What follows belongs to an exercise in optimizing a design on an open flow for small area and a short achievable clock period; a production flow would make more cautious choices. RTL that was checked went through simulation tests only; none was proved equivalent to the original. For run 3, only the layout was checked, not whether the RTL still works. Power is estimated from default activity; no workload was simulated.

$ cat flow/design.v
package mjdc_pkg;
    localparam bit CUT0 = 1'b0;
    localparam bit CUT1 = 1'b1;
    localparam bit CUT2 = 1'b1;
    localparam bit CUT3 = 1'b1;
    localparam int unsigned DATE_LAT = int'(CUT0) + int'(CUT1) + int'(CUT2) + int'(CUT3);
    localparam int unsigned BCD_AT = 1;
    localparam logic [15:0] MJD_FIRST   = 16'd15079;    
    localparam logic [15:0] MJD_DEFAULT = 16'd53371;    
endpackage
import mjdc_pkg::*;
module mjdc_date (
    input  logic        i_clk,
    input  logic        i_rst_n,
    input  logic        i_valid,
    input  logic [15:0] i_mjd,
    output logic        o_valid,
    output logic [10:0] o_year,
    output logic [3:0]  o_month,
    output logic [4:0]  o_day,
    output logic [2:0]  o_weekday
);
    function automatic logic [12:0] add12(input logic [11:0] a, input logic [11:0] b, input logic ci);
        logic c;
        c = ci;
        for (int i = 0; i < 12; i++) begin
            add12[i] = a[i] ^ b[i] ^ c;
            c        = (a[i] & b[i]) | (c & (a[i] ^ b[i]));
        end
        add12[12] = c;
    endfunction
    function automatic logic ge16(input logic [15:0] x, input logic [15:0] k);
        logic g;
        g = 1'b1;
        for (int i = 0; i < 16; i++) g = k[i] ? (x[i] & g) : (x[i] | g);
        ge16 = g;
    endfunction
    function automatic logic ge12(input logic [11:0] x, input logic [11:0] k);
        ge12 = ge16({4'b0, x}, {4'b0, k});
    endfunction
    function automatic logic ge9(input logic [8:0] x, input logic [8:0] k);
        ge9 = ge16({7'b0, x}, {7'b0, k});
    endfunction
    function automatic logic [5:0] csa7(input logic [2:0] a, input logic [2:0] b, input logic [2:0] c);
        logic [2:0] s, cy;
        s  = a ^ b ^ c;
        cy = (a & b) | (c & (a ^ b));
        csa7 = {cy[1:0], cy[2], s};
    endfunction
    logic        early;
    logic [5:0]  qp;       
    logic [10:0] rh;       
    logic [12:0] r1;
    logic [11:0] a_r1;     
    logic [5:0]  a_qp;
    always_comb begin
        early = !ge16(i_mjd, MJD_FIRST);
        case (i_mjd[15:11])
            5'd0: begin qp = 6'd0; rh = 11'd0; end
            5'd1: begin qp = 6'd0; rh = 11'd0; end
            5'd2: begin qp = 6'd0; rh = 11'd0; end
            5'd3: begin qp = 6'd0; rh = 11'd0; end
            5'd4: begin qp = 6'd0; rh = 11'd0; end
            5'd5: begin qp = 6'd0; rh = 11'd0; end
            5'd6: begin qp = 6'd0; rh = 11'd0; end
            5'd7: begin qp = 6'd0; rh = 11'd718; end
            5'd8: begin qp = 6'd1; rh = 11'd1305; end
            5'd9: begin qp = 6'd3; rh = 11'd431; end
            5'd10: begin qp = 6'd4; rh = 11'd1018; end
            5'd11: begin qp = 6'd6; rh = 11'd144; end
            5'd12: begin qp = 6'd7; rh = 11'd731; end
            5'd13: begin qp = 6'd8; rh = 11'd1318; end
            5'd14: begin qp = 6'd10; rh = 11'd444; end
            5'd15: begin qp = 6'd11; rh = 11'd1031; end
            5'd16: begin qp = 6'd13; rh = 11'd157; end
            5'd17: begin qp = 6'd14; rh = 11'd744; end
            5'd18: begin qp = 6'd15; rh = 11'd1331; end
            5'd19: begin qp = 6'd17; rh = 11'd457; end
            5'd20: begin qp = 6'd18; rh = 11'd1044; end
            5'd21: begin qp = 6'd20; rh = 11'd170; end
            5'd22: begin qp = 6'd21; rh = 11'd757; end
            5'd23: begin qp = 6'd22; rh = 11'd1344; end
            5'd24: begin qp = 6'd24; rh = 11'd470; end
            5'd25: begin qp = 6'd25; rh = 11'd1057; end
            5'd26: begin qp = 6'd27; rh = 11'd183; end
            5'd27: begin qp = 6'd28; rh = 11'd770; end
            5'd28: begin qp = 6'd29; rh = 11'd1357; end
            5'd29: begin qp = 6'd31; rh = 11'd483; end
            5'd30: begin qp = 6'd32; rh = 11'd1070; end
            5'd31: begin qp = 6'd34; rh = 11'd196; end
            default: begin qp = 6'd0; rh = 11'd0; end
        endcase
        r1 = {2'b0, rh} + {2'b0, i_mjd[10:0]};
        a_r1 = early ? 12'd306 : r1[11:0];
        a_qp = early ? 6'd27   : qp;
    end
    logic        b_valid;
    logic [11:0] b_r1;
    logic [5:0]  b_qp;
    generate if (CUT1) begin : g_cut1
        always_ff @(posedge i_clk) begin
            if (!i_rst_n) b_valid <= 1'b0;
            else          b_valid <= i_valid;
            b_r1 <= a_r1;
            b_qp <= a_qp;
        end
    end else begin : g_nocut1
        assign b_valid = i_valid;
        assign b_r1    = a_r1;
        assign b_qp    = a_qp;
    end endgenerate
    logic [3:0]  yc;       
    logic [8:0]  ystart;   
    logic [12:0] doy_s;
    logic [12:0] y0_s;
    logic [8:0]  b_doy;    
    logic [7:0]  b_y0;     
    logic [5:0]  w1, w2, w3, w4;
    logic [3:0]  wsum;
    logic [2:0]  wres;
    logic [2:0]  b_wd;
    always_comb begin
        if      (ge12(b_r1, 12'd3287)) begin yc = 4'd9; ystart = 9'd215; end
        else if (ge12(b_r1, 12'd2922)) begin yc = 4'd8; ystart = 9'd362; end
        else if (ge12(b_r1, 12'd2556)) begin yc = 4'd7; ystart = 9'd508; end
        else if (ge12(b_r1, 12'd2191)) begin yc = 4'd6; ystart = 9'd143; end
        else if (ge12(b_r1, 12'd1826)) begin yc = 4'd5; ystart = 9'd290; end
        else if (ge12(b_r1, 12'd1461)) begin yc = 4'd4; ystart = 9'd437; end
        else if (ge12(b_r1, 12'd1095)) begin yc = 4'd3; ystart = 9'd71; end
        else if (ge12(b_r1, 12'd730)) begin yc = 4'd2; ystart = 9'd218; end
        else if (ge12(b_r1, 12'd365)) begin yc = 4'd1; ystart = 9'd365; end
        else                             begin yc = 4'd0; ystart = 9'd0; end
        doy_s = {4'b0, b_r1[8:0]} - {4'b0, ystart};
        b_doy = doy_s[8:0];
        y0_s  = add12({4'b0, b_qp, 2'b00}, {8'b0, yc}, 1'b0);
        b_y0  = y0_s[7:0];
        w1   = csa7(b_r1[2:0], b_r1[5:3], b_r1[8:6]);
        w2   = csa7(b_r1[11:9], ~{b_qp[1:0], b_qp[2]}, ~{b_qp[4:3], b_qp[5]});
        w3   = csa7(w1[2:0], w1[5:3], w2[2:0]);
        w4   = csa7(w3[2:0], w3[5:3], w2[5:3]);
        wsum = {1'b0, w4[2:0]} + {1'b0, w4[5:3]};
        wres = wsum[2:0] + {2'b0, wsum[3]};
        case (wres)
            3'd0:    b_wd = 3'd6;
            3'd1:    b_wd = 3'd7;
            3'd2:    b_wd = 3'd1;
            3'd3:    b_wd = 3'd2;
            3'd4:    b_wd = 3'd3;
            3'd5:    b_wd = 3'd4;
            3'd6:    b_wd = 3'd5;
            default: b_wd = 3'd6;
        endcase
    end
    logic        c_valid;
    logic [8:0]  c_doy;
    logic [7:0]  c_y0;
    logic [2:0]  c_wd;
    generate if (CUT2) begin : g_cut2
        always_ff @(posedge i_clk) begin
            if (!i_rst_n) c_valid <= 1'b0;
            else          c_valid <= b_valid;
            c_doy <= b_doy;
            c_y0  <= b_y0;
            c_wd  <= b_wd;
        end
    end else begin : g_nocut2
        assign c_valid = b_valid;
        assign c_doy   = b_doy;
        assign c_y0    = b_y0;
        assign c_wd    = b_wd;
    end endgenerate
    logic [3:0]  month;
    logic [4:0]  dadd;     
    logic        k;        
    logic [12:0] year_s;
    logic [12:0] day_s;
    logic [10:0] c_year;
    logic [4:0]  c_day;
    always_comb begin
        if      (ge9(c_doy, 9'd337)) begin month = 4'd2; dadd = 5'd16; end
        else if (ge9(c_doy, 9'd306)) begin month = 4'd1; dadd = 5'd15; end
        else if (ge9(c_doy, 9'd275)) begin month = 4'd12; dadd = 5'd14; end
        else if (ge9(c_doy, 9'd245)) begin month = 4'd11; dadd = 5'd12; end
        else if (ge9(c_doy, 9'd214)) begin month = 4'd10; dadd = 5'd11; end
        else if (ge9(c_doy, 9'd184)) begin month = 4'd9; dadd = 5'd9; end
        else if (ge9(c_doy, 9'd153)) begin month = 4'd8; dadd = 5'd8; end
        else if (ge9(c_doy, 9'd122)) begin month = 4'd7; dadd = 5'd7; end
        else if (ge9(c_doy, 9'd92)) begin month = 4'd6; dadd = 5'd5; end
        else if (ge9(c_doy, 9'd61)) begin month = 4'd5; dadd = 5'd4; end
        else if (ge9(c_doy, 9'd31)) begin month = 4'd4; dadd = 5'd2; end
        else                           begin month = 4'd3; dadd = 5'd1; end
        k      = ge9(c_doy, 9'd306);
        year_s = add12({4'b0, c_y0}, 12'd1896, k);
        c_year = year_s[10:0];
        day_s  = add12({7'b0, c_doy[4:0]}, {7'b0, dadd}, 1'b0);
        c_day  = day_s[4:0];
    end
    generate if (CUT3) begin : g_cut3
        always_ff @(posedge i_clk) begin
            if (!i_rst_n) o_valid <= 1'b0;
            else          o_valid <= c_valid;
            o_year    <= c_year;
            o_month   <= month;
            o_day     <= c_day;
            o_weekday <= c_wd;
        end
    end else begin : g_nocut3
        assign o_valid   = c_valid;
        assign o_year    = c_year;
        assign o_month   = month;
        assign o_day     = c_day;
        assign o_weekday = c_wd;
    end endgenerate
endmodule
import mjdc_pkg::*;
module mjd_bcd_to_calendar_time (
    input  logic        i_clk,
    input  logic        i_rst_n,
    input  logic        start,
    output logic        busy,
    input  logic [15:0] i_mjd,
    input  logic [7:0]  i_hour_bcd,
    input  logic [7:0]  i_minute_bcd,
    input  logic [7:0]  i_second_bcd,
    output logic        o_valid,
    output logic [10:0] o_year,
    output logic [3:0]  o_month_num,
    output logic [4:0]  o_day_of_month,
    output logic [2:0]  o_weekday,
    output logic [7:0]  o_hour_bin,
    output logic [7:0]  o_minute_bin,
    output logic [7:0]  o_second_bin
);
    function automatic logic [7:0] bcd_to_bin(input logic [7:0] b);
        logic [3:0] t;
        logic [2:0] v;
        logic [4:0] x;
        logic [6:0] h;
        logic       c;
        t = b[7:4];
        v = b[3:1];
        c = 1'b0;
        for (int i = 0; i < 3; i++) begin
            x[i] = t[i] ^ v[i] ^ c;
            c    = (t[i] & v[i]) | (c & (t[i] ^ v[i]));
        end
        x[3] = t[3] ^ c;
        x[4] = t[3] & c;
        h[1:0] = x[1:0];
        c = 1'b0;
        for (int i = 2; i < 5; i++) begin
            h[i] = x[i] ^ t[i-2] ^ c;
            c    = (x[i] & t[i-2]) | (c & (x[i] ^ t[i-2]));
        end
        h[5] = t[3] ^ c;
        h[6] = t[3] & c;
        bcd_to_bin = {h, b[0]};
    endfunction
    assign busy = !i_rst_n;
    logic        s_valid;
    logic [15:0] s_mjd;
    logic [23:0] s_hms;
    generate if (CUT0) begin : g_cut0
        always_ff @(posedge i_clk) begin
            if (!i_rst_n) s_valid <= 1'b0;
            else          s_valid <= start;
            s_mjd <= i_mjd;
            s_hms <= {i_hour_bcd, i_minute_bcd, i_second_bcd};
        end
    end else begin : g_nocut0
        assign s_valid = start;
        assign s_mjd   = i_mjd;
        assign s_hms   = {i_hour_bcd, i_minute_bcd, i_second_bcd};
    end endgenerate
    mjdc_date u_date (
        .i_clk     (i_clk),
        .i_rst_n   (i_rst_n),
        .i_valid   (s_valid),
        .i_mjd     (s_mjd),
        .o_valid   (o_valid),
        .o_year    (o_year),
        .o_month   (o_month_num),
        .o_day     (o_day_of_month),
        .o_weekday (o_weekday)
    );
    localparam int unsigned HMS_LAT = DATE_LAT - int'(CUT0);
    logic [23:0] hms_d [0:HMS_LAT];     
    function automatic logic [23:0] hms_to_bin(input logic [23:0] h);
        hms_to_bin = {bcd_to_bin(h[23:16]), bcd_to_bin(h[15:8]), bcd_to_bin(h[7:0])};
    endfunction
    assign hms_d[0] = (BCD_AT == 0) ? hms_to_bin(s_hms) : s_hms;
    for (genvar i = 0; i < HMS_LAT; i++) begin : g_hms
        logic [23:0] r_hms;
        always_ff @(posedge i_clk) r_hms <= hms_d[i];
        assign hms_d[i+1] = (BCD_AT == i + 1) ? hms_to_bin(r_hms) : r_hms;
    end
    assign o_hour_bin   = hms_d[HMS_LAT][23:16];
    assign o_minute_bin = hms_d[HMS_LAT][15:8];
    assign o_second_bin = hms_d[HMS_LAT][7:0];
endmodule
$ cat flow/flow/run.sh
#!/bin/bash
# layout flow: the standard flow, with the port buffers as plain buf_1 cells
# instead of the cell buffer_ports picks by default; each tool's output goes to
# the standard flow's own logs, and the make output to standard_run.log
export BUFFER_PORTS_ARGS="-buffer_cell sky130_fd_sc_hd__buf_1"
bash standard.sh > standard_run.log 2>&1
$ cat flow/standard.sh
#!/bin/bash
# synth_recipe.tcl (not shown) runs the flow's synth.tcl, then flattens the netlist and writes it again
# the make line also repeats each setting of config.mk as NAME=value (left out here)
make -C /OpenROAD-flow-scripts/flow DESIGN_CONFIG=/design/flow/config.mk WORK_HOME=/design/flow/orfs CLKGATE_MAP_FILE= SYNTH_SCRIPT=/design/flow/synth_recipe.tcl "${@:-finish}"
$ cat flow/config.mk
export PLATFORM = sky130hd
export DESIGN_NAME = mjd_bcd_to_calendar_time
export DESIGN_NICKNAME = mjd_bcd_to_calendar_time
export VERILOG_FILES = /design/flow/design.v
export SDC_FILE = /design/flow/constraint.sdc
export NUM_CORES = 4
export LEC_CHECK = 0
export ABC_CLOCK_PERIOD_IN_PS = 3500
export CAP_MARGIN = 20
export CORE_MARGIN = 2
export CORE_UTILIZATION = 60
export SETUP_SLACK_MARGIN = 3.9
export SLEW_MARGIN = 20
$ cat flow/constraint.sdc
create_clock -name core_clock -period 7.5 [get_ports {i_clk}]
set_input_delay 1.5000 -clock core_clock [delete_from_list [all_inputs] [get_ports {i_clk}]]
set_output_delay 1.5000 -clock core_clock [all_outputs]
set_load 0.01 [all_outputs]
==> impl_metrics.csv, run 1 <==
group,metric,value,unit
drt,drt-total-wl,12.1,mm
synthesis,synth_edf_count,0,
worst_setup_path,crit_cells,15,
place,gp_congestion,0.903,
worst_hold_path,hold_class,"reg -> reg",
worst_setup_path,slowest_stage,"o41ai_2",
sta,fmax,0.276,GHz
synthesis,yosysWarnings,3,
flow_run,drv_cap,0,
die,rows,37,
drt,drc,0,
worst_setup_path,r2r-start,"u_date.b_r1[10]",
pwr,combPwrFrac,0.507,
sta,worst_pin_slew,0.810,ns
worst_setup_path,cp.required,7.90,ns
sta,finalSetupTns,0,ns
die,die_h,106,um
worst_setup_path,crit_type,"in -> reg",
pwr,finalPower,3.71,mW
synthesis,syn_inst,617,
pwr,power.density,494,mW/mm^2
worst_setup_path,r2r_end,"u_date.c_wd[0]",
die,coreArea,0.0102,sq mm
drt,ant_nets,0,
die,dieArea,0.0111,sq mm
global_route,first_global_vias,4415,
synthesis,yosysTopAreaCellShare,0.434,
global_route,grt_usage,0.222,
sta,period_share,0.483,
worst_setup_path,max_stage_delay,0.41,ns
finish,n_antenna_cell,0,
die,initial_core_util,0.607,
drt,first_iter_violations,323,
synthesis,syn-cell-area,0.00618,sq mm
clock_network,cts_tree,"done",
die,die_x,106,um
synthesis,synth_ff_type,"dfxtp_1",
pwr,p_seq_frac,0.289,
synthesis,ys_ff_latch,134,
clock_network,clock_latency,0.52,ns
finish,final_nets,853,
finish,drive_above_1_share,0.138,
synthesis,synth_most_common_cell,"dfxtp_1",
finish,syn2layout_area_growth,21.5,%
worst_setup_path,arrival,4.02,ns
worst_setup_path,worstRegToRegCells,13,
clock_network,htree_levels,4,
finish,fin_area,0.00751,sq mm
sta,hold_viol,0,
clock_network,clk_pin_slew_worst_paths,0.06,ns
worst_setup_path,cp_max_fo,43,
sta,holdWs,0.325,ns
pwr,p_switching,1.43,mW
sta,finalWorstPathRequiredPeriod,3.62,ns
place,io_buffers,91,
drt,wl_per_cell,13.8,um
pwr,p_int,2.29,mW
worst_setup_path,critPathTopFamily,"compound AO/OA/AOI/OAI gates",
worst_setup_path,critPathBufInv,2,
synthesis,synth_top_area_cell,"dfxtp_1",
synthesis,synth_fp_nets,745,
global_route,antenna_found_initial,0,
worst_setup_path,crit_end,"u_date.b_r1[10]",
global_route,grt_pass1_wl,19.7,mm
pwr,clkPwrFrac,0.204,
sta,slew_viol_final,0,
pwr,swShare,0.384,
drt,dr.pass1.iters,5,
worst_setup_path,crit_chain,"buf_1, buf_6, nor2b_2, a21oi_1, nor2_1, a21oi_2, a21o_1, ha_4, fa_2, a21oi_2, o211ai_1, o41ai_2, o21ai_1, xnor2_1, nor2_1",
place,postPlaceCellArea,0.00665,sq mm
synthesis,ys_types,59,
sta,maxSlewHeadroom,0.456,
synthesis,synthTopCellsByCount,"134 x dfxtp_1, 54 x ha_1, 47 x inv_1, 47 x nor2_1, 43 x nand2_1",
pwr,p_leak,3.26,nW
sta,worst_clock_skew,0.00776,ns
drt,routed_via_density,5.44,
synthesis,yosys-top-cells-area,"dfxtp_1 43%, ha_1 11%, fa_1 10%",
clock_network,clockBufferDepth,2,
clock_network,cts_buffers,17,
die,io_pins,92,
worst_setup_path,crit_start,"i_mjd[13]",
worst_setup_path,crit_path_start_kind,"primary input",
pwr,peakVddDrop,362,uV
synthesis,async_reset_ff_frac,0,
synthesis,seq_area_frac_synth,0.434,
sta,setup_violations,0,
global_route,grt.overflow.total,0,
synthesis,syn_avg_cell_area,10.0,sq um
worst_setup_path,reg2reg_slack,3.95,ns
global_route,grt_start_max_net_pins,44,
worst_setup_path,endpoint_kind,"flop",
clock_network,cts.sink_count,134,
drt,detailroute.via_count,4758,
run_status,status,"complete, no violations",
sta,rsz0062_at_grt,"true",
place,dp_hpwl,8.49,mm
clock_network,cts-root-buf,"clkbuf_8",
## logic make-up after synthesis
group,count (synthesis),share of synthesized area
adders and majority gates,85,0.210
muxes,3,0.00486
buffers and inverters,71,0.0467
xor gates and xnor gates,21,0.0297
DFF,134,0.434
AOI/OAI and AO/OA,150,0.160
and+or+nand+nor,153,0.115
## power by group through the flow
stage / Combinational (mW) / Clock (mW) / Sequential, mW
after global placement: 1.61 / 0 / 1.08
after global routing: 2.17 / 0.802 / 1.10
after floorplan: 1.34 / 0 / 1.07
final: 1.88 / 0.755 / 1.07
after CTS: 1.72 / 0.771 / 1.07
after detailed placement: 1.65 / 0 / 1.08
## what timing repair did
action / 4_1_cts / 5_1_grt
hold buffers: 0 / 0
pin swaps: 7 / 18
cloned: 0 / 1
setup endpoints to repair: 12 / 10
setup buffers: 5 / 14
gates resized for setup: 27 / 30
## routing by layer
| layer | track usage | vias up | wire (um) |
|---|---|---|---|
| li1 | - | 2352 | - |
| met2 | 0.375 | 159 | 6060 |
| met1 | 0.272 | 2227 | 5170 |
| met5 | 0 | - | 0 |
| met4 | 0.0893 | 0 | 200 |
| met3 | 0.0550 | 20 | 641 |
## cells in the final DEF, fill, tap and decap left out, types with 4 or more instances in the layout
cell type and count:
nor3_1 13, a211oi_1 5, clkinv_4 4, o21ai_1 4
dfxtp_4 4, or2_2 4, dfxtp_1 123, nand3_1 10
inv_1 43, and2_1 6, a21oi_2 5, nand2_1 43
ha_1 48, o21a_1 6, a21o_1 8, clkbuf_16 17
buf_4 19, xor2_1 9, ha_2 4, dfxtp_2 7
nor2b_1 11, nand2b_1 6, buf_1 87, o21ai_0 33
a221oi_1 5, a21boi_0 5, o31ai_1 6, fa_1 29
a21oi_1 33, o211ai_1 9, nor2_1 46, a31oi_1 6
xnor2_1 11, clkinvlp_4 4, inv_6 4
## state kept, by name, indices dropped and copies added (netlist names)
signal / count
u_date.o_day: 5
u_date.c_valid: 1
u_date.b_valid: 1
u_date.c_doy: 9
u_date.b_r1: 12
u_date.c_y0: 8
u_date.b_qp: 6
g_hms.r_hms: 72
u_date.o_weekday: 3
u_date.o_valid: 1
u_date.c_wd: 3
u_date.o_year: 9
u_date.o_month: 4
## how the worst min path moves through the flow
| stage | slack [ns] | end | start | cells after the start |
|---|---|---|---|---|
| finish | 0.33 | g_hms[2].r_hms[12] | g_hms[1].r_hms[12] | 0 |
| global route | 0.33 | g_hms[2].r_hms[13] | g_hms[1].r_hms[13] | 0 |
| CTS | 0.33 | g_hms[2].r_hms[5] | g_hms[1].r_hms[5] | 0 |
| detailed placement | 0.31 | g_hms[2].r_hms[5] | g_hms[1].r_hms[5] | 0 |
| global placement | 0.31 | g_hms[1].r_hms[16] | g_hms[0].r_hms[16] | 0 |
| floorplan | 0.31 | g_hms[1].r_hms[0] | g_hms[0].r_hms[0] | 0 |
## stage by stage
stage,utilization,worst slack [ns],cells
after floorplan,-,3.42,617
after global placement,0.653,2.77,822
after detailed placement,0.653,2.65,822
after CTS,0.718,3.87,859
after global routing,0.738,3.68,874
final,0.738,3.88,874
## area by class of cell
type | instances | area, sq um
Inverter | 48 | 204
Multi-Input combinational cell | 412 | 3310
Clock buffer | 19 | 442
Timing Repair Buffer | 112 | 562
Fill cell | 740 | 2670
Tap cell | 136 | 170
Clock inverter | 13 | 115
Sequential cell | 134 | 2710
==> inputs of run 2 (changes only) <==
==> flow/flow/run.sh (replaced) <==
#!/bin/bash
# layout flow: the standard flow, with the port buffers as plain buf_1 cells
# instead of the cell buffer_ports picks by default, and a clock tree of
# clkbuf_8 cells over larger sink clusters, without dummy balancing loads;
# each tool's output goes to the standard flow's own logs, make's to standard_run.log
export BUFFER_PORTS_ARGS="-buffer_cell sky130_fd_sc_hd__buf_1"
export CTS_ARGS="-sink_clustering_enable -repair_clock_nets -dont_use_dummy_load -buf_list sky130_fd_sc_hd__clkbuf_8 -sink_clustering_size 30 -sink_clustering_max_diameter 100"
bash standard.sh > standard_run.log 2>&1
==> impl_metrics.csv, run 2 <==
group,metric,value,unit
run_status,status,"complete, no violations",
die,dieArea,0.0111,sq mm
flow_run,drv_cap,0,
sta,worst_pin_slew,0.803,ns
synthesis,ys_ff_latch,134,
synthesis,seq_area_frac_synth,0.434,
sta,worst_clock_skew,0.0268,ns
synthesis,syn_inst,617,
place,gp_congestion,0.903,
drt,wl_per_cell,13.7,um
die,die_h,106,um
drt,ant_nets,0,
global_route,first_global_vias,4390,
global_route,grt_usage,0.217,
clock_network,cts_hold_buffers,0,
worst_setup_path,crit_path_start_kind,"primary input",
finish,syn2layout_area_growth,17.1,%
finish,fillerInstances,783,
global_route,grt.overflow.total,0,
die,initial_core_util,0.607,
pwr,swShare,0.384,
worst_hold_path,hold_start,"g_hms[1].r_hms[6]",
drt,dr.pass1.iters,5,
finish,final_common_cell,"dfxtp_1",
sta,finalSetupTns,0,ns
finish,top_regs,"g_hms.r_hms x72, u_date.b_r1 x12",
worst_setup_path,crit_chain,"buf_1, buf_12, nor2b_1, a21oi_1, nor2_1, a21oi_2, a21o_1, ha_4, fa_2, a21oi_2, o211ai_1, o41ai_2, o21ai_1, xnor2_1, nor2_1",
pwr,p_seq_frac,0.304,
pwr,power.density,488,mW/mm^2
drt,drt-total-wl,11.8,mm
pwr,finalPower,3.54,mW
sta,finalWorstPathRequiredPeriod,3.74,ns
worst_setup_path,endpoint_kind,"flop",
clock_network,cts-root-buf,"clkbuf_8",
die,rows,37,
worst_setup_path,max_stage_delay,0.41,ns
finish,fin_area,0.00724,sq mm
worst_setup_path,r2r-start,"u_date.b_r1[10]",
worst_hold_path,holdPathEnd,"g_hms[2].r_hms[6]",
worst_setup_path,worstRegToRegCells,13,
synthesis,ys_types,59,
pwr,p_int,2.18,mW
worst_setup_path,cp_max_fo,43,
pwr,clkPwrFrac,0.117,
place,dp_hpwl,8.49,mm
finish,n_antenna_cell,0,
global_route,grt_start_max_net_pins,44,
place,io_buffers,91,
clock_network,cts.sink_count,134,
global_route,met2_usage,0.369,
finish,top_register,"g_hms.r_hms",
synthesis,synth_fp_nets,745,
synthesis,yosys-top-cells-area,"dfxtp_1 43%, ha_1 11%, fa_1 10%",
worst_setup_path,critPathBufInv,2,
clock_network,clock_latency,0.44,ns
synthesis,synthTopCellsByCount,"134 x dfxtp_1, 54 x ha_1, 47 x inv_1, 47 x nor2_1, 43 x nand2_1",
drt,drc,0,
place,postPlaceCellArea,0.00665,sq mm
synthesis,syn_avg_cell_area,10.0,sq um
drt,routed_via_density,5.49,
sta,setup_violations,0,
sta,rsz0062_at_grt,"true",
clock_network,htree_levels,4,
finish,drive_above_1_share,0.128,
worst_setup_path,crit_type,"in -> reg",
die,coreArea,0.0102,sq mm
clock_network,cts_tree,"done",
sta,period_share,0.499,
global_route,grt_pass1_wl,19.4,mm
synthesis,async_reset_ff_frac,0,
global_route,busiest_layer,"met2",
clock_network,clk_pin_slew_worst_paths,0.07,ns
worst_setup_path,critPathTopFamily,"compound AO/OA/AOI/OAI gates",
global_route,met1_usage,0.270,
worst_setup_path,arrival,4.05,ns
worst_setup_path,cp.required,7.80,ns
pwr,peakVddDrop,620,uV
global_route,antenna_found_initial,0,
global_route,grt_util_met3,0.0482,
finish,final_nets,854,
clock_network,cts_buffers,17,
worst_setup_path,reg2reg_slack,3.98,ns
synthesis,syn-cell-area,0.00618,sq mm
synthesis,synth_most_common_cell,"dfxtp_1",
sta,maxSlewHeadroom,0.461,
pwr,p_leak,3.12,nW
synthesis,yosysWarnings,3,
sta,slew_viol_final,0,
worst_hold_path,hold_class,"reg -> reg",
finish,layout_common_cells,"122 x dfxtp_1, 87 x buf_1, 48 x ha_1, 44 x nor2_1, 43 x nand2_1",
clock_network,clockBufferDepth,2,
drt,first_iter_violations,375,
pwr,combPwrFrac,0.579,
drt,detailroute.via_count,4719,
synthesis,synth_top_area_cell,"dfxtp_1",
worst_setup_path,r2r_end,"u_date.c_wd[0]",
worst_hold_path,holdPathStages,0,
sta,hold_viol,0,
die,die_x,106,um
synthesis,synth_edf_count,0,
finish,largest_reg_flops,72,
sta,fmax,0.267,GHz
pwr,p_switching,1.36,mW
die,io_pins,92,
synthesis,yosysTopAreaCellShare,0.434,
worst_setup_path,slowest_stage,"o41ai_2",
synthesis,synth_ff_type,"dfxtp_1",
## run 2: changes by cell type in the layout (fill, tap and decap cells not counted), sizes merged
| cell | change |
|---|---|
| buf | +1 |
| inv | -6 |
| clkinvlp | -3 |
| clkbuf | -2 |
| clkinv | -4 |
## run 2: through the flow
step / setup slack [ns] / cells / hold slack (ns) / utilization
2_1_floorplan: 3.42 / 617 / 0.310 / -
3_3_place_gp: 2.77 / 822 / 0.310 / 0.653
3_5_place_dp: 2.65 / 822 / 0.312 / 0.653
4_1_cts: 3.90 / 846 / 0.318 / 0.689
5_1_grt: 3.56 / 860 / 0.319 / 0.711
6_report: 3.76 / 860 / 0.318 / 0.711
## run 2: power by group through the flow
stage | Sequential [mW] | Clock (mW) | Combinational, mW
finish | 1.07 | 0.414 | 2.05
global route | 1.10 | 0.455 | 2.33
CTS | 1.07 | 0.429 | 1.73
detailed placement | 1.08 | 0 | 1.65
global placement | 1.08 | 0 | 1.61
floorplan | 1.07 | 0 | 1.34
## run 2: metal layers
metal / part of all wire / vias up
li1: - / 2323
met3: 0.057 / 24
met2: 0.49 / 162
met5: 0 / -
met1: 0.43 / 2210
met4: 0.020 / 0
## run 2: worst max path at each step
stage	start	to	cells past startpoint
finish	i_mjd[13]	u_date.b_r1[10]	15
global route	i_mjd[13]	u_date.b_r1[10]	15
CTS	i_mjd[11]	u_date.b_r1[10]	14
detailed placement	i_mjd[14]	u_date.b_r1[10]	13
global placement	i_mjd[14]	u_date.b_r1[10]	13
floorplan	i_mjd[12]	u_date.b_r1[10]	16
## run 2: layout make-up
class,count,area (sq um),share of cell area
multi-input cells,412,3350,0.462
clock buffers,17,234,0.0323
well taps,136,170,0.0235
flip-flops and latches,134,2710,0.374
repair buffers,113,582,0.0804
inverters,48,204,0.0282
## run 2: kinds of logic (layout without fill, tap and decap cells)
family          after synthesis  count (layout)  share of synthesized area
compound gates              150             150                      0.160
xor+xnor                     21              21                     0.0297
fa+ha+maj                    85              85                      0.210
buf+inv                      71             178                     0.0467
flops                       134             134                      0.434
mux                           3               3                    0.00486
simple gates                153             153                      0.115
## run 2: repair_timing
item	CTS	global route
pin swaps	10	17
cloned	0	1
resized for setup	37	31
buffers inserted	7	13
endpoints found under the setup margin	14	10
endpoints found under the hold margin	0	0
==> inputs of run 3 (changes only) <==
--- a/flow/design.v
+++ b/flow/design.v
@@ -2,7 +2,7 @@
     localparam bit CUT0 = 1'b0;
     localparam bit CUT1 = 1'b1;
     localparam bit CUT2 = 1'b1;
-    localparam bit CUT3 = 1'b1;
+    localparam bit CUT3 = 1'b0;
     localparam int unsigned DATE_LAT = int'(CUT0) + int'(CUT1) + int'(CUT2) + int'(CUT3);
     localparam int unsigned BCD_AT = 1;
     localparam logic [15:0] MJD_FIRST   = 16'd15079;    
@@ -50,7 +50,7 @@
     logic        early;
     logic [5:0]  qp;       
     logic [10:0] rh;       
-    logic [12:0] r1;
+    logic [11:0] r1;
     logic [11:0] a_r1;     
     logic [5:0]  a_qp;
     always_comb begin
@@ -90,9 +90,9 @@
             5'd31: begin qp = 6'd34; rh = 11'd196; end
             default: begin qp = 6'd0; rh = 11'd0; end
         endcase
-        r1 = {2'b0, rh} + {2'b0, i_mjd[10:0]};
-        a_r1 = early ? 12'd306 : r1[11:0];
-        a_qp = early ? 6'd27   : qp;
+        r1 = 12'(rh) + 12'(i_mjd[10:0]);
+        a_r1 = early ? 12'd306 : r1;
+        a_qp = early ? 6'd27 : qp;
     end
     logic        b_valid;
     logic [11:0] b_r1;
@@ -120,19 +120,19 @@
     logic [2:0]  wres;
     logic [2:0]  b_wd;
     always_comb begin
-        if      (ge12(b_r1, 12'd3287)) begin yc = 4'd9; ystart = 9'd215; end
-        else if (ge12(b_r1, 12'd2922)) begin yc = 4'd8; ystart = 9'd362; end
-        else if (ge12(b_r1, 12'd2556)) begin yc = 4'd7; ystart = 9'd508; end
-        else if (ge12(b_r1, 12'd2191)) begin yc = 4'd6; ystart = 9'd143; end
-        else if (ge12(b_r1, 12'd1826)) begin yc = 4'd5; ystart = 9'd290; end
-        else if (ge12(b_r1, 12'd1461)) begin yc = 4'd4; ystart = 9'd437; end
-        else if (ge12(b_r1, 12'd1095)) begin yc = 4'd3; ystart = 9'd71; end
-        else if (ge12(b_r1, 12'd730)) begin yc = 4'd2; ystart = 9'd218; end
-        else if (ge12(b_r1, 12'd365)) begin yc = 4'd1; ystart = 9'd365; end
-        else                             begin yc = 4'd0; ystart = 9'd0; end
+        if      (ge16({4'b0, b_r1}, 16'd3287)) begin yc = 4'd9; ystart = 9'd215; end
+        else if (ge16({4'b0, b_r1}, 16'd2922)) begin yc = 4'd8; ystart = 9'd362; end
+        else if (ge16({4'b0, b_r1}, 16'd2556)) begin yc = 4'd7; ystart = 9'd508; end
+        else if (ge16({4'b0, b_r1}, 16'd2191)) begin yc = 4'd6; ystart = 9'd143; end
+        else if (ge16({4'b0, b_r1}, 16'd1826)) begin yc = 4'd5; ystart = 9'd290; end
+        else if (ge16({4'b0, b_r1}, 16'd1461)) begin yc = 4'd4; ystart = 9'd437; end
+        else if (ge16({4'b0, b_r1}, 16'd1095)) begin yc = 4'd3; ystart = 9'd71; end
+        else if (ge16({4'b0, b_r1}, 16'd730)) begin yc = 4'd2; ystart = 9'd218; end
+        else if (ge16({4'b0, b_r1}, 16'd365)) begin yc = 4'd1; ystart = 9'd365; end
+        else begin yc = 4'd0; ystart = 9'd0; end
         doy_s = {4'b0, b_r1[8:0]} - {4'b0, ystart};
         b_doy = doy_s[8:0];
-        y0_s  = add12({4'b0, b_qp, 2'b00}, {8'b0, yc}, 1'b0);
+        y0_s  = add12({4'b0, b_qp, 2'b00}, 12'(yc), 1'b0);
         b_y0  = y0_s[7:0];
         w1   = csa7(b_r1[2:0], b_r1[5:3], b_r1[8:6]);
         w2   = csa7(b_r1[11:9], ~{b_qp[1:0], b_qp[2]}, ~{b_qp[4:3], b_qp[5]});
==> flow/flow/run.sh (replaced) <==
#!/bin/bash
# layout flow: the standard flow, with the port buffers as plain buf_1 cells
# instead of the cell buffer_ports picks by default; each tool's output goes to
# the standard flow's own logs, and the make output to standard_run.log
export BUFFER_PORTS_ARGS="-buffer_cell sky130_fd_sc_hd__buf_1"
bash standard.sh > standard_run.log 2>&1
--- a/flow/config.mk
+++ b/flow/config.mk
@@ -5,9 +5,9 @@
 export SDC_FILE = /design/flow/constraint.sdc
 export NUM_CORES = 4
 export LEC_CHECK = 0
-export ABC_CLOCK_PERIOD_IN_PS = 3500
+export ABC_CLOCK_PERIOD_IN_PS = 4400
 export CAP_MARGIN = 20
 export CORE_MARGIN = 2
 export CORE_UTILIZATION = 60
-export SETUP_SLACK_MARGIN = 3.9
+export SETUP_SLACK_MARGIN = 3.1
 export SLEW_MARGIN = 20
==> impl_metrics.csv, run 3 <==
group,metric,value,unit
pwr,p_seq_frac,0.231,
synthesis,yosysTopAreaCellShare,0.331,
clock_network,clock_latency,0.36,ns
sta,worst_clock_skew,0.0142,ns
global_route,grt_pass1_wl,19.9,mm
drt,drt-total-wl,12.3,mm
sta,maxSlewHeadroom,0.566,
worst_setup_path,cpMostUsedCell,"fa_2",
pwr,combPwrFrac,0.654,
sta,slew_viol_final,0,
worst_setup_path,cp_max_fo,8,
die,io_pins,92,
worst_hold_path,hold_class,"reg -> reg",
worst_setup_path,critPathBufInv,3,
worst_setup_path,reg2reg_slack,3.51,ns
clock_network,cts.sink_count,88,
clock_network,cts-root-buf,"clkbuf_8",
sta,hold_viol,0,
worst_setup_path,worstRegToRegCells,13,
pwr,swShare,0.436,
worst_setup_path,arrival,3.34,ns
synthesis,synth_edf_count,0,
place,gp_congestion,0.955,
die,die_h,98.2,um
finish,layout_common_cells,"83 x buf_1, 79 x dfxtp_1, 53 x ha_1, 44 x nand2_1, 43 x inv_1",
sta,fmax,0.206,GHz
synthesis,syn_avg_cell_area,9.37,sq um
pwr,finalPower,3.23,mW
pwr,p_int,1.82,mW
die,dieArea,0.00964,sq mm
finish,drive_above_1_share,0.159,
synthesis,ys_ff_latch,88,
clock_network,clockBufferDepth,2,
drt,dr.pass1.iters,5,
sta,finalSetupTns,0,ns
finish,final_nets,802,
worst_setup_path,crit_chain,"a31o_4, a21boi_4, a21boi_4, a211oi_2, nor3_2, ha_2, inv_1, fa_2, inv_2, fa_2, fa_2, xnor2_2, xnor2_1, buf_2",
worst_setup_path,slowest_stage,"fa_2",
die,rows,34,
worst_setup_path,r2r_end,"u_date.c_wd[1]",
synthesis,synth-compound-area-share,0.198,
die,initial_core_util,0.613,
worst_setup_path,crit_type,"reg -> out",
finish,syn2layout_area_growth,19.5,%
worst_setup_path,max_stage_delay,0.42,ns
synthesis,synth_adder_area_share,0.245,
drt,wl_per_cell,15.6,um
place,io_buffers,91,
worst_hold_path,holdPathStages,0,
sta,setup_violations,0,
pwr,power.density,508,mW/mm^2
synthesis,synthTopCellsByCount,"88 x dfxtp_1, 54 x ha_1, 46 x nand2_1, 45 x inv_1, 44 x nor2_1",
sta,worst_pin_slew,0.644,ns
clock_network,cts_buffers,9,
global_route,antenna_found_initial,0,
synthesis,synth_top_family_by_area,"adder cells",
worst_setup_path,r2r-start,"u_date.b_r1[10]",
place,postPlaceCellArea,0.00570,sq mm
synthesis,syn_inst,568,
worst_hold_path,hold_start,"g_hms[0].r_hms[16]",
run_status,status,"complete, no violations",
finish,final_util,0.733,
sta,period_share,0.646,
global_route,first_global_vias,4450,
synthesis,synth_top_area_cell,"dfxtp_1",
sta,finalWorstPathRequiredPeriod,4.84,ns
pwr,p_leak,2.76,nW
worst_setup_path,endpoint_kind,"output pin",
finish,largest_reg_flops,48,
finish,top_register,"g_hms.r_hms",
synthesis,yosysWarnings,3,
global_route,grt.overflow.total,0,
synthesis,yosys-top-cells-area,"dfxtp_1 33%, ha_1 13%, fa_1 12%",
worst_setup_path,cp.required,6.00,ns
pwr,clkPwrFrac,0.115,
synthesis,synth_ff_type,"dfxtp_1",
clock_network,cts_tree,"done",
drt,routed_via_density,5.79,
sta,rsz0062_at_grt,"true",
drt,drc,0,
finish,fin_area,0.00636,sq mm
clock_network,htree_levels,3,
die,coreArea,0.00868,sq mm
synthesis,seq_area_frac_synth,0.331,
finish,top_regs,"g_hms.r_hms x48, u_date.b_r1 x12, u_date.c_doy x9",
finish,final_common_cell,"buf_1",
drt,ant_nets,0,
worst_setup_path,critPathTopFamily,"adder cells",
flow_run,drv_cap,0,
global_route,grt_start_max_net_pins,34,
synthesis,synth_fp_nets,696,
synthesis,yosys.area_share.simple,0.123,
synthesis,syn-cell-area,0.00532,sq mm
finish,n_antenna_cell,0,
clock_network,cts_hold_buffers,0,
place,dp_hpwl,8.46,mm
synthesis,synth_mux_area_frac,0.0118,
worst_setup_path,crit_path_start_kind,"flop",
pwr,peakVddDrop,494,uV
synthesis,async_reset_ff_frac,0,
worst_hold_path,holdPathEnd,"g_hms[1].r_hms[16]",
global_route,grt_usage,0.250,
drt,detailroute.via_count,4559,
clock_network,clk_pin_slew_worst_paths,0.09,ns
drt,first_iter_violations,203,
pwr,p_switching,1.41,mW
synthesis,synth_most_common_cell,"dfxtp_1",
synthesis,ys_types,67,
synthesis,synth_xor_area_frac,0.0346,
die,die_x,98.2,um
## run 3: power by group through the flow
| stage | clock [mW] | combinational (mW) | sequential, mW |
|---|---|---|---|
| floorplan | 0 | 1.50 | 0.683 |
| global placement | 0 | 1.75 | 0.736 |
| detailed placement | 0 | 1.82 | 0.739 |
| CTS | 0.378 | 2.00 | 0.729 |
| global route | 0.402 | 2.38 | 0.764 |
| finish | 0.370 | 2.11 | 0.748 |
## run 3: layout make-up
cell class / instances / area, sq um
clock inverters: 6 / 95.1
fillers: 692 / 2320
well taps: 108 / 135
inverters: 48 / 184
repair inverters: 1 / 5.00
flip-flops and latches: 88 / 1800
clock buffers: 10 / 138
multi-input cells: 406 / 3420
repair buffers: 120 / 588
## run 3: repair_timing
| action | in CTS | in global routing |
|---|---|---|
| setup buffers | 15 | 11 |
| gates resized for setup | 41 | 25 |
| cloned | 0 | 1 |
| pin swaps | 12 | 16 |
| setup endpoints to repair | 9 | 11 |
## run 3: logic make-up (layout without fill, tap and decap cells)
family                     count (synthesis)  after routing
muxes                                      6              6
AOI/OAI and AO/OA                        151            151
DFF                                       88             88
buffers and inverters                     74            185
and+or+nand+nor                          142            142
adders and majority gates                 86             86
xor gates and xnor gates                  21             21
## run 3: how the worst max path moves through the flow
stage / from / to / slack [ns] / cells past startpoint
floorplan: u_date.c_doy[2] / o_day_of_month[4] / 3.18 / 14
global placement: i_mjd[13] / u_date.b_r1[10] / 2.75 / 15
detailed placement: i_mjd[13] / u_date.b_r1[10] / 2.69 / 15
CTS: u_date.c_doy[5] / o_day_of_month[4] / 2.88 / 15
global route: u_date.c_doy[5] / o_day_of_month[4] / 2.48 / 13
finish: u_date.c_doy[2] / o_day_of_month[4] / 2.66 / 14
## run 3: layer usage
metal  up-vias  part of all wire  track usage  wire (um)
met4         0             0.035        0.103        435
met2       175              0.50        0.426       6110
met5         -                 0            0          0
li1       2199                 -            -          -
met3        41             0.056       0.0480        686
met1      2144              0.41        0.313       5080
## run 3: worst reg2reg max path, cell delays in order (launching register included)
cell and delay (ns):
dfxtp_1 0.50, inv_1 0.14, fa_1 0.49, inv_1 0.05
fa_1 0.48, fa_1 0.55, ha_1 0.33, a21o_1 0.16
a21o_1 0.18, ha_1 0.19, ha_1 0.19, xnor2_1 0.30
nand2_1 0.08, mux2_2 0.26
## run 3: through the flow
stage	hold slack, ns	std cells	setup slack (ns)
floorplan	0.310	568	3.18
global placement	0.311	744	2.75
detailed placement	0.317	744	2.69
CTS	0.340	775	2.88
global route	0.349	787	2.48
finish	0.337	787	2.66
==> inputs of run 4 (changes only) <==
--- a/flow/design.v
+++ b/flow/design.v
@@ -2,7 +2,7 @@
     localparam bit CUT0 = 1'b0;
     localparam bit CUT1 = 1'b1;
     localparam bit CUT2 = 1'b1;
-    localparam bit CUT3 = 1'b0;
+    localparam bit CUT3 = 1'b1;
     localparam int unsigned DATE_LAT = int'(CUT0) + int'(CUT1) + int'(CUT2) + int'(CUT3);
     localparam int unsigned BCD_AT = 1;
     localparam logic [15:0] MJD_FIRST   = 16'd15079;    
==> flow/flow/run.sh (replaced) <==
#!/bin/bash
# layout flow: the standard synthesis, then its combinational logic re-mapped by
# abc as plain gates (flow/remap.tcl; every register kept with its name and cell),
# then the rest of the standard flow, with the port buffers as plain buf_1 cells
# instead of the cell buffer_ports picks by default.
# each tool's output goes to a log of its own in this folder
set -euo pipefail
export BUFFER_PORTS_ARGS="-buffer_cell sky130_fd_sc_hd__buf_1"
bash standard.sh synth > synth_run.log 2>&1
R=orfs/results/$FLOW_PLATFORM/mjd_bcd_to_calendar_time/base
cp $R/1_2_yosys.v standard_synth.v
REMAP_LIB=$FLOW_HOME/platforms/sky130hd/lib/sky130_fd_sc_hd__tt_025C_1v80.lib \
REMAP_IN=standard_synth.v REMAP_TOP=$FLOW_TOP REMAP_PS=3500 REMAP_OUT=$R/1_2_yosys.v \
    yosys -c flow/remap.tcl > remap.log 2>&1
rm -f $R/1_synth.odb $R/1_synth.sdc
bash standard.sh > standard_run.log 2>&1
==> flow/flow/remap.tcl (new file) <==
# re-map the combinational logic of the standard synthesis netlist with abc as
# plain gates (the standard netlist keeps yosys's full/half-adder cells and
# kogge-stone adders), keeping every register instance, its name and its cell
set lib $::env(REMAP_LIB)
yosys read_liberty -ignore_miss_func $lib
yosys read_verilog $::env(REMAP_IN)
yosys hierarchy -top $::env(REMAP_TOP)
yosys blackbox sky130_fd_sc_hd__dfxtp_1 sky130_fd_sc_hd__dfxtp_2 sky130_fd_sc_hd__dfxtp_4
yosys flatten
yosys opt -purge
yosys abc -liberty $lib -dont_use *lpflow* -dont_use *probe* -dont_use *fill* -D $::env(REMAP_PS)
yosys splitnets
yosys opt_clean -purge
yosys hilomap -singleton -hicell sky130_fd_sc_hd__conb_1 HI -locell sky130_fd_sc_hd__conb_1 LO
yosys opt_clean -purge
yosys stat -liberty $lib
yosys select -module $::env(REMAP_TOP)
yosys write_verilog -noattr -nohex -nodec -selected $::env(REMAP_OUT)
--- a/flow/config.mk
+++ b/flow/config.mk
@@ -5,9 +5,9 @@
 export SDC_FILE = /design/flow/constraint.sdc
 export NUM_CORES = 4
 export LEC_CHECK = 0
-export ABC_CLOCK_PERIOD_IN_PS = 4400
+export ABC_CLOCK_PERIOD_IN_PS = 3500
 export CAP_MARGIN = 20
 export CORE_MARGIN = 2
 export CORE_UTILIZATION = 60
-export SETUP_SLACK_MARGIN = 3.1
+export SETUP_SLACK_MARGIN = 3.9
 export SLEW_MARGIN = 20
==> impl_metrics.csv, run 4 <==
group,metric,value,unit
run_status,status,"complete, no violations",
sta,maxSlewHeadroom,0.389,
global_route,grt_usage,0.254,
clock_network,clockBufferDepth,2,
flow_run,drv_cap,0,
pwr,power.density,464,mW/mm^2
drt,first_iter_violations,394,
worst_setup_path,worstRegToRegCells,11,
pwr,finalPower,3.36,mW
die,io_pins,92,
die,die_x,104,um
place,io_buffers,91,
clock_network,cts.sink_count,134,
sta,worst_clock_skew,0.0113,ns
sta,hold_viol,0,
pwr,peakVddDrop,297,uV
clock_network,cts_tree,"done",
pwr,p_switching,1.26,mW
worst_setup_path,arrival,3.91,ns
drt,dr.pass1.iters,5,
drt,ant_nets,0,
finish,syn2layout_area_growth,21.9,%
worst_setup_path,r2r-start,"u_date.b_r1[3]",
pwr,clkPwrFrac,0.248,
finish,n_antenna_cell,0,
global_route,antenna_found_initial,0,
finish,largest_reg_flops,72,
die,die_h,104,um
finish,layout_common_cells,"134 x dfxtp_1, 87 x buf_1, 69 x nor2_1, 57 x xnor2_1, 55 x nand2_1",
die,dieArea,0.0107,sq mm
pwr,p_int,2.11,mW
finish,top_regs,"g_hms.r_hms x72, u_date.b_r1 x12",
finish,final_nets,815,
place,dp_hpwl,9.37,mm
synthesis,yosysWarnings,3,
drt,wl_per_cell,14.7,um
worst_setup_path,crit_type,"in -> reg",
global_route,first_global_vias,5031,
sta,rsz0062_at_grt,"false",
global_route,grt.overflow.total,0,
global_route,grt_pass1_wl,22.3,mm
finish,final_common_cell,"dfxtp_1",
die,initial_core_util,0.614,
sta,holdWs,0.324,ns
synthesis,syn_avg_cell_area,9.04,sq um
sta,finalWorstPathRequiredPeriod,3.49,ns
die,coreArea,0.00968,sq mm
worst_setup_path,cp_max_fo,17,
synthesis,syn_inst,658,
sta,finalSetupTns,0,ns
worst_setup_path,r2r_end,"u_date.c_wd[2]",
worst_setup_path,crit_start,"i_mjd[11]",
clock_network,cts-root-buf,"clkbuf_8",
finish,drive_above_1_share,0.0675,
pwr,p_seq_frac,0.312,
sta,period_share,0.466,
worst_setup_path,reg2reg_slack,4.13,ns
drt,routed_via_density,5.64,
worst_hold_path,hold_class,"reg -> reg",
synthesis,syn-cell-area,0.00595,sq mm
worst_setup_path,endpoint_kind,"flop",
pwr,p_leak,2.80,nW
pwr,combPwrFrac,0.439,
sta,setup_violations,0,
clock_network,clk_pin_slew_worst_paths,0.06,ns
drt,drt-total-wl,13.5,mm
pwr,swShare,0.374,
sta,worst_pin_slew,0.906,ns
sta,slew_viol_final,0,
worst_setup_path,crit_end,"u_date.b_r1[11]",
clock_network,clock_latency,0.52,ns
drt,detailroute.via_count,5182,
place,gp_congestion,0.926,
worst_setup_path,crit_path_start_kind,"primary input",
synthesis,synth_fp_nets,701,
drt,drc,0,
sta,fmax,0.286,GHz
die,rows,36,
clock_network,htree_levels,4,
worst_setup_path,cp.required,7.91,ns
finish,top_register,"g_hms.r_hms",
clock_network,cts_buffers,17,
global_route,grt_start_max_net_pins,28,
==> run 4: changes by cell type in the layout (fill, tap and decap cells not counted), moves of 19 or more <==
cell | before | now
clkinv_1 | 0 | 19
nor2_1 | 42 | 69
dfxtp_1 | 79 | 134
o21ai_0 | 23 | 44
inv_1 | 43 | 0
fa_1 | 28 | 0
ha_1 | 53 | 0
buf_4 | 28 | 3
xnor2_1 | 11 | 57
==> run 4: worst max-delay path: stages <==
cell      delay [ns]
clkbuf_4        0.21
and2_1          0.27
a221o_1         0.38
a31oi_4         0.21
o31ai_4         0.11
a211oi_2        0.25
o21ai_2         0.12
a311oi_4        0.38
nor3_2          0.09
o21a_1          0.21
o21a_1          0.18
==> run 4: worst min-delay path by stage <==
stage               slack [ns]  cells past startpoint                from                   to
CTS                       0.32                      0      u_date.c_wd[2]  u_date.o_weekday[2]
global route              0.33                      0  g_hms[1].r_hms[17]   g_hms[2].r_hms[17]
global placement          0.31                      0  g_hms[1].r_hms[22]   g_hms[2].r_hms[22]
finish                    0.32                      0   g_hms[0].r_hms[0]    g_hms[1].r_hms[0]
floorplan                 0.31                      0   g_hms[0].r_hms[0]    g_hms[1].r_hms[0]
detailed placement        0.31                      0  g_hms[1].r_hms[20]   g_hms[2].r_hms[20]
==> run 4: what timing repair did <==
item                                    in CTS  in global routing
hold buffers                                 0                  0
setup buffers                                0                  1
pin swaps                                    0                  7
endpoints found under the setup margin       7                  8
gates cloned                                 0                  1
gates resized for setup                      8                 30
==> run 4: final cells by class <==
class	count	area [sq um]
fill	723	2430
clock inverter	13	169
timing repair buffer	95	422
sequential	134	2680
tap	133	166
clock buffer	19	442
inverter	20	78.8
multi-input combinational	504	3290
==> run 4: routing by layer <==
layer / GRT usage / vias to the layer above / routed length (um)
met5: 0 / - / 0
met4: 0.0965 / 0 / 272
met3: 0.0629 / 33 / 732
met2: 0.484 / 211 / 7190
met1: 0.267 / 2381 / 5290
li1: - / 2557 / -
==> run 4: metrics by stage <==
stage / cells / util / cell area, sq um / setup WS, ns
final: 918 / 0.749 / 7250 / 4.01
after global routing: 918 / 0.749 / 7250 / 3.85
after CTS: 916 / 0.733 / 7100 / 3.91
after detailed placement: 884 / 0.669 / 6480 / 2.91
after global placement: 884 / 0.669 / 6480 / 2.98
after floorplan: 658 / - / 5960 / 3.91
==> run 4: power by group through the flow <==
stage | registers, mW | logic [mW] | clock network, mW
after floorplan | 1.06 | 1.12 | 0
after global placement | 1.05 | 1.36 | 0
after detailed placement | 1.06 | 1.43 | 0
after CTS | 1.05 | 1.46 | 0.849
after global routing | 1.07 | 1.64 | 0.881
final | 1.05 | 1.48 | 0.835
==> inputs of run 5 (changes only) <==
--- a/flow/flow/run.sh
+++ b/flow/flow/run.sh
@@ -2,10 +2,12 @@
 # layout flow: the standard synthesis, then its combinational logic re-mapped by
 # abc as plain gates (flow/remap.tcl; every register kept with its name and cell),
 # then the rest of the standard flow, with the port buffers as plain buf_1 cells
-# instead of the cell buffer_ports picks by default.
+# instead of the cell buffer_ports picks by default, and a clock tree over larger
+# sink clusters without dummy balancing loads.
 # each tool's output goes to a log of its own in this folder
 set -euo pipefail
 export BUFFER_PORTS_ARGS="-buffer_cell sky130_fd_sc_hd__buf_1"
+export CTS_ARGS="-sink_clustering_enable -repair_clock_nets -dont_use_dummy_load -buf_list sky130_fd_sc_hd__clkbuf_16 -sink_clustering_size 45 -sink_clustering_max_diameter 150"
 bash standard.sh synth > synth_run.log 2>&1
 R=orfs/results/$FLOW_PLATFORM/mjd_bcd_to_calendar_time/base
 cp $R/1_2_yosys.v standard_synth.v
==> impl_metrics.csv, run 5 <==
group,metric,value,unit
run_status,status,"complete, no violations",
finish,drive_above_1_share,0.0795,
die,die_x,104,um
finish,top_register,"g_hms.r_hms",
finish,final_common_cell,"dfxtp_1",
synthesis,syn-cell-area,0.00595,sq mm
drt,detailroute.via_count,5153,
global_route,grt_start_max_net_pins,28,
pwr,p_leak,2.80,nW
worst_setup_path,crit_cells,12,
drt,wl_per_cell,14.6,um
die,io_pins,92,
drt,dr.pass1.iters,6,
synthesis,syn_inst,658,
clock_network,cts.sink_count,134,
worst_setup_path,slowest_stage,"a221o_1",
drt,drt-total-wl,13.4,mm
clock_network,clockBufferDepth,2,
global_route,grt.overflow.total,0,
worst_setup_path,worstRegToRegCells,11,
sta,maxSlewHeadroom,0.403,
pwr,peakVddDrop,283,uV
place,io_buffers,91,
synthesis,syn_avg_cell_area,9.04,sq um
worst_setup_path,endpoint_kind,"flop",
finish,final_nets,825,
worst_hold_path,hold_class,"reg -> reg",
worst_setup_path,cp_max_fo,7,
clock_network,cts_tree,"done",
drt,routed_via_density,5.64,
global_route,grt_pass1_wl,21.7,mm
finish,multi_input_area,0.00335,sq mm
worst_setup_path,r2r_end,"u_date.c_wd[2]",
global_route,antenna_found_initial,0,
global_route,first_global_vias,4930,
finish,largest_reg_flops,72,
drt,drc,0,
die,rows,36,
clock_network,clk_pin_slew_worst_paths,0.05,ns
worst_setup_path,cp.required,7.79,ns
clock_network,clock_latency,0.41,ns
clock_network,cts-root-buf,"clkbuf_16",
drt,first_iter_violations,355,
worst_hold_path,holdPathEnd,"g_hms[2].r_hms[6]",
worst_hold_path,holdPathStages,0,
synthesis,yosysWarnings,3,
flow_run,drv_cap,0,
sta,worst_clock_skew,0.0170,ns
synthesis,synth_fp_nets,701,
place,dp_hpwl,9.37,mm
worst_setup_path,critPathBufInv,2,
worst_setup_path,r2r-start,"u_date.b_r1[3]",
worst_setup_path,reg2reg_slack,4.13,ns
worst_setup_path,crit_path_start_kind,"primary input",
worst_hold_path,hold_start,"g_hms[1].r_hms[6]",
global_route,grt_usage,0.247,
worst_setup_path,crit_chain,"buf_4, buf_12, nand2_2, a221o_1, nand4_1, o31ai_4, a211oi_2, o21ai_2, a311oi_4, nor3_2, o21a_1, o21a_1",
drt,ant_nets,0,
clock_network,cts_buffers,17,
sta,worst_pin_slew,0.886,ns
worst_setup_path,critPathTopFamily,"compound AO/OA/AOI/OAI gates",
sta,slew_viol_final,0,
die,initial_core_util,0.614,
pwr,power.density,438,mW/mm^2
place,gp_congestion,0.926,
finish,top_regs,"g_hms.r_hms x72, u_date.b_r1 x12",
worst_setup_path,crit_type,"in -> reg",
finish,seq_area,0.00268,sq mm
sta,finalSetupTns,0,ns
finish,n_antenna_cell,0,
sta,hold_viol,0,
sta,period_share,0.473,
sta,setup_violations,0,
sta,finalWorstPathRequiredPeriod,3.55,ns
worst_setup_path,arrival,3.84,ns
sta,fmax,0.282,GHz
worst_setup_path,cpMostUsedCell,"o21a_1",
worst_setup_path,max_stage_delay,0.39,ns
finish,syn2layout_area_growth,21.5,%
die,die_h,104,um
sta,rsz0062_at_grt,"false",
clock_network,htree_levels,4,
finish,fillerInstances,724,
die,coreArea,0.00968,sq mm
sta,holdWs,0.309,ns
die,dieArea,0.0107,sq mm
finish,layout_common_cells,"134 x dfxtp_1, 86 x buf_1, 67 x nor2_1, 58 x xnor2_1, 53 x nand2_1",
run 5: cell count changes in the layout (fill, tap and decap cells not counted), sizes merged:
cell | previous run | this run
bufinv | 3 | 0
inv | 4 | 0
buf | 92 | 103
clkinvlp | 4 | 0
clkbuf | 22 | 19
clkinv | 22 | 20
run 5: repair_timing:
| action | 4_1_cts | 5_1_grt |
|---|---|---|
| gates cloned | 0 | 4 |
| endpoints found under the setup margin | 8 | 8 |
| pin swaps | 1 | 16 |
| hold buffers | 0 | 0 |
| buffers inserted | 1 | 7 |
| resized for setup | 17 | 45 |
run 5: per-stage QoR:
step	power, mW	instances	instance area (sq um)	utilization	worst slack [ns]
after CTS	3.14	902	6960	0.718	3.89
after detailed placement	2.49	884	6480	0.669	2.91
after global routing	3.39	913	7230	0.746	3.87
final	3.17	913	7230	0.746	3.95
after floorplan	2.18	658	5960	-	3.91
after global placement	2.41	884	6480	0.669	2.98
run 5: where the power goes:
part           total [mW]  switching, mW  internal, mW
sequential           1.05          0.146         0.905
combinational        1.48          0.798         0.683
clock               0.635          0.245         0.390
total                3.17           1.19          1.98
run 5: worst reg2reg max path, stage by stage (launching register included):
cell and delay (ns):
dfxtp_1 0.43, maj3_1 0.48, o21ai_2 0.24, xor3_1 0.38
maj3_1 0.40, xor2_1 0.22, a32oi_1 0.18, nand2b_1 0.20
a21o_1 0.23, and3_1 0.18, a21oi_1 0.20, mux2i_1 0.11
run 5: cell type report:
| cell class | instances | area share |
|---|---|---|
| well taps | 133 | 0.0230 |
| clock buffers | 17 | 0.0589 |
| multi-input cells | 504 | 0.463 |
| flip-flops and latches | 134 | 0.371 |
| repair buffers | 105 | 0.0729 |
| inverters | 20 | 0.0106 |
run 5: worst max path at each step:
| stage | startpoint | to | slack [ns] |
|---|---|---|---|
| finish | i_mjd[13] | u_date.b_r1[11] | 3.95 |
| global route | i_mjd[12] | u_date.b_r1[10] | 3.87 |
| CTS | i_mjd[13] | u_date.b_r1[11] | 3.89 |
| detailed placement | i_mjd[15] | u_date.b_r1[11] | 2.91 |
| global placement | i_mjd[15] | u_date.b_r1[11] | 2.98 |
| floorplan | i_mjd[11] | u_date.b_r1[11] | 3.91 |
run 5: per-layer routing:
metal,vias to the layer above,share of wire,global-route usage
li1,2564,-,-
met1,2349,0.40,0.259
met2,209,0.53,0.473
met3,31,0.056,0.0585
met4,0,0.020,0.0936
met5,-,0,0
==> inputs of run 6 (changes only) <==
--- a/flow/flow/run.sh
+++ b/flow/flow/run.sh
@@ -7,7 +7,7 @@
 # each tool's output goes to a log of its own in this folder
 set -euo pipefail
 export BUFFER_PORTS_ARGS="-buffer_cell sky130_fd_sc_hd__buf_1"
-export CTS_ARGS="-sink_clustering_enable -repair_clock_nets -dont_use_dummy_load -buf_list sky130_fd_sc_hd__clkbuf_16 -sink_clustering_size 45 -sink_clustering_max_diameter 150"
+export CTS_ARGS="-sink_clustering_enable -repair_clock_nets -dont_use_dummy_load -buf_list sky130_fd_sc_hd__clkbuf_8 -sink_clustering_size 50 -sink_clustering_max_diameter 150"
 bash standard.sh synth > synth_run.log 2>&1
 R=orfs/results/$FLOW_PLATFORM/mjd_bcd_to_calendar_time/base
 cp $R/1_2_yosys.v standard_synth.v
==> impl_metrics.csv, run 6 <==
group,metric,value,unit
finish,final_common_cell,"dfxtp_1",
finish,top_register,"g_hms.r_hms",
die,coreArea,0.00968,sq mm
sta,slew_viol_final,0,
sta,finalSetupTns,0,ns
clock_network,clk_pin_slew_worst_paths,0.08,ns
place,gp_congestion,0.926,
finish,multi_input_area,0.00327,sq mm
worst_setup_path,r2r_end,"u_date.c_wd[2]",
flow_run,drv_cap,0,
die,io_pins,92,
sta,maxSlewHeadroom,0.428,
global_route,antenna_found_initial,0,
die,rows,36,
sta,period_share,0.472,
drt,drc,0,
worst_setup_path,crit_path_start_kind,"primary input",
drt,drt-total-wl,12.7,mm
drt,wl_per_cell,14.0,um
clock_network,cts_hold_buffers,0,
worst_setup_path,endpoint_kind,"flop",
place,io_buffers,91,
finish,n_antenna_cell,0,
synthesis,synth_fp_nets,701,
drt,ant_nets,0,
global_route,first_global_vias,4832,
synthesis,syn_inst,658,
worst_setup_path,reg2reg_slack,4.13,ns
clock_network,clockBufferDepth,2,
sta,hold_viol,0,
synthesis,syn_avg_cell_area,9.04,sq um
pwr,peakVddDrop,282,uV
worst_hold_path,hold_class,"reg -> reg",
global_route,grt_pass1_wl,20.9,mm
worst_setup_path,r2r-start,"u_date.b_r1[3]",
pwr,finalPower,2.93,mW
clock_network,cts_tree,"done",
clock_network,cts.sink_count,134,
finish,syn2layout_area_growth,16.4,%
drt,routed_via_density,5.66,
sta,finalWorstPathRequiredPeriod,3.54,ns
sta,worst_clock_skew,0.0193,ns
finish,top_regs,"g_hms.r_hms x72, u_date.b_r1 x12",
synthesis,syn-cell-area,0.00595,sq mm
drt,detailroute.via_count,5142,
drt,dr.pass1.iters,6,
finish,largest_reg_flops,72,
finish,layout_common_cells,"134 x dfxtp_1, 86 x buf_1, 68 x nor2_1, 58 x xnor2_1, 55 x nand2_1",
synthesis,yosysWarnings,3,
worst_setup_path,crit_start,"i_mjd[14]",
clock_network,clock_latency,0.43,ns
die,dieArea,0.0107,sq mm
global_route,grt_start_max_net_pins,28,
clock_network,htree_levels,4,
sta,worst_pin_slew,0.849,ns
worst_setup_path,crit_end,"u_date.b_r1[11]",
worst_setup_path,cp.required,7.82,ns
worst_setup_path,crit_type,"in -> reg",
clock_network,cts_buffers,17,
sta,setup_violations,0,
die,die_h,104,um
sta,fmax,0.282,GHz
sta,holdWs,0.312,ns
clock_network,cts-root-buf,"clkbuf_8",
place,dp_hpwl,9.37,mm
pwr,p_leak,2.66,nW
die,initial_core_util,0.614,
finish,drive_above_1_share,0.0619,
finish,final_nets,821,
worst_setup_path,worstRegToRegCells,11,
global_route,grt.overflow.total,0,
global_route,grt_usage,0.237,
drt,first_iter_violations,329,
run_status,status,"complete, no violations",
worst_setup_path,cp_max_fo,9,
die,die_x,104,um
pwr,power.density,423,mW/mm^2
finish,seq_area,0.00268,sq mm
worst_setup_path,arrival,3.86,ns
sta,rsz0062_at_grt,"true",
finish,fillerInstances,764,
worst_hold_path,holdPathStages,0,
## run 6: per-stage QoR
stage	instance area [sq um]	cells	setup WS, ns	util
detailed placement	6480	884	2.91	0.669
floorplan	5960	658	3.91	-
finish	6920	909	3.96	0.715
global placement	6480	884	2.98	0.669
global route	6920	909	3.87	0.715
CTS	6750	903	3.90	0.697
## run 6: how the worst min path moves through the flow
stage,to,start,slack [ns]
after floorplan,g_hms[1].r_hms[0],g_hms[0].r_hms[0],0.31
after global placement,g_hms[2].r_hms[22],g_hms[1].r_hms[22],0.31
after detailed placement,g_hms[2].r_hms[20],g_hms[1].r_hms[20],0.31
after CTS,u_date.o_weekday[2],u_date.c_wd[2],0.31
after global routing,g_hms[2].r_hms[4],g_hms[1].r_hms[4],0.31
final,u_date.o_weekday[2],u_date.c_wd[2],0.31
## run 6: power breakdown
group,internal (mW),total [mW],switching (mW)
logic,0.679,1.47,0.789
clock network,0.198,0.412,0.214
registers,0.903,1.05,0.144
## run 6: worst max-delay path: stages
cell and delay, ns:
clkbuf_2 0.12, buf_8 0.14, nand2b_2 0.23, nand2_1 0.11, o21ai_0 0.14, a31oi_1 0.26, nor2b_1 0.10, a211oi_2 0.26
o21ai_2 0.13, a311oi_4 0.38, nor3_2 0.09, o21a_1 0.21, o21a_1 0.18
## run 6: timing repair
action | in CTS | in global routing
endpoints found under the setup margin | 7 | 7
resized for setup | 10 | 30
setup buffers | 2 | 4
gates cloned | 0 | 2
pin swaps | 2 | 8
## run 6: area by class of cell
type | instances | share of cell area
Tap cell | 133 | 0.0240
Inverter | 20 | 0.0114
Sequential cell | 134 | 0.387
Multi-Input combinational cell | 504 | 0.473
Clock buffer | 17 | 0.0338
Timing Repair Buffer | 101 | 0.0707
## run 6: per-layer routing
metal	global-route usage	vias to the layer above	part of all wire
li1	-	2549	-
met1	0.252	2327	0.40
met2	0.438	225	0.50
met3	0.0736	41	0.063
met4	0.0927	0	0.030
met5	0	-	0

re-timing with driven ports:
In the flow no input, the clock included, has a driving cell. The finished layouts below were timed again as built, in two steps. Step 1 assumes that a clkbuf_16 drives the clock port and a buf_2 every other input. Step 2 times the ports against the registers' clock, not the clock port: input delays grow and output delays shrink by t, the midpoint of the rising clock arrivals with the driver on. Three values: no drivers, after step 1, after step 2; two values: the first two.
| run | shift t [ns] | setup WS [ns] | hold WS [ns] |
|---|---|---|---|
| run 1 | 0.546 | 3.881 / 3.851 / 3.306 | 0.325 / 0.325 / 0.325 |
| run 2 | 0.453 | 3.756 / 3.712 / 3.259 | 0.318 / 0.318 / 0.318 |
| run 3 | 0.385 | 2.657 / 2.626 / 2.874 | 0.337 / 0.337 / 0.337 |
| run 4 | 0.550 | 4.005 / 4.018 / 3.469 | 0.324 / 0.324 / 0.324 |
| run 5 | 0.443 | 3.951 / 3.963 / 3.520 | 0.309 / 0.309 / 0.309 |
| run 6 | 0.463 | 3.958 / 3.973 / 3.510 | 0.312 / 0.312 / 0.312 |
After both steps every run listed still meets setup and hold. For run 1, which loses most, drivers alone change the setup slack by -0.030 ns; drivers and shift together by -0.575 ns.
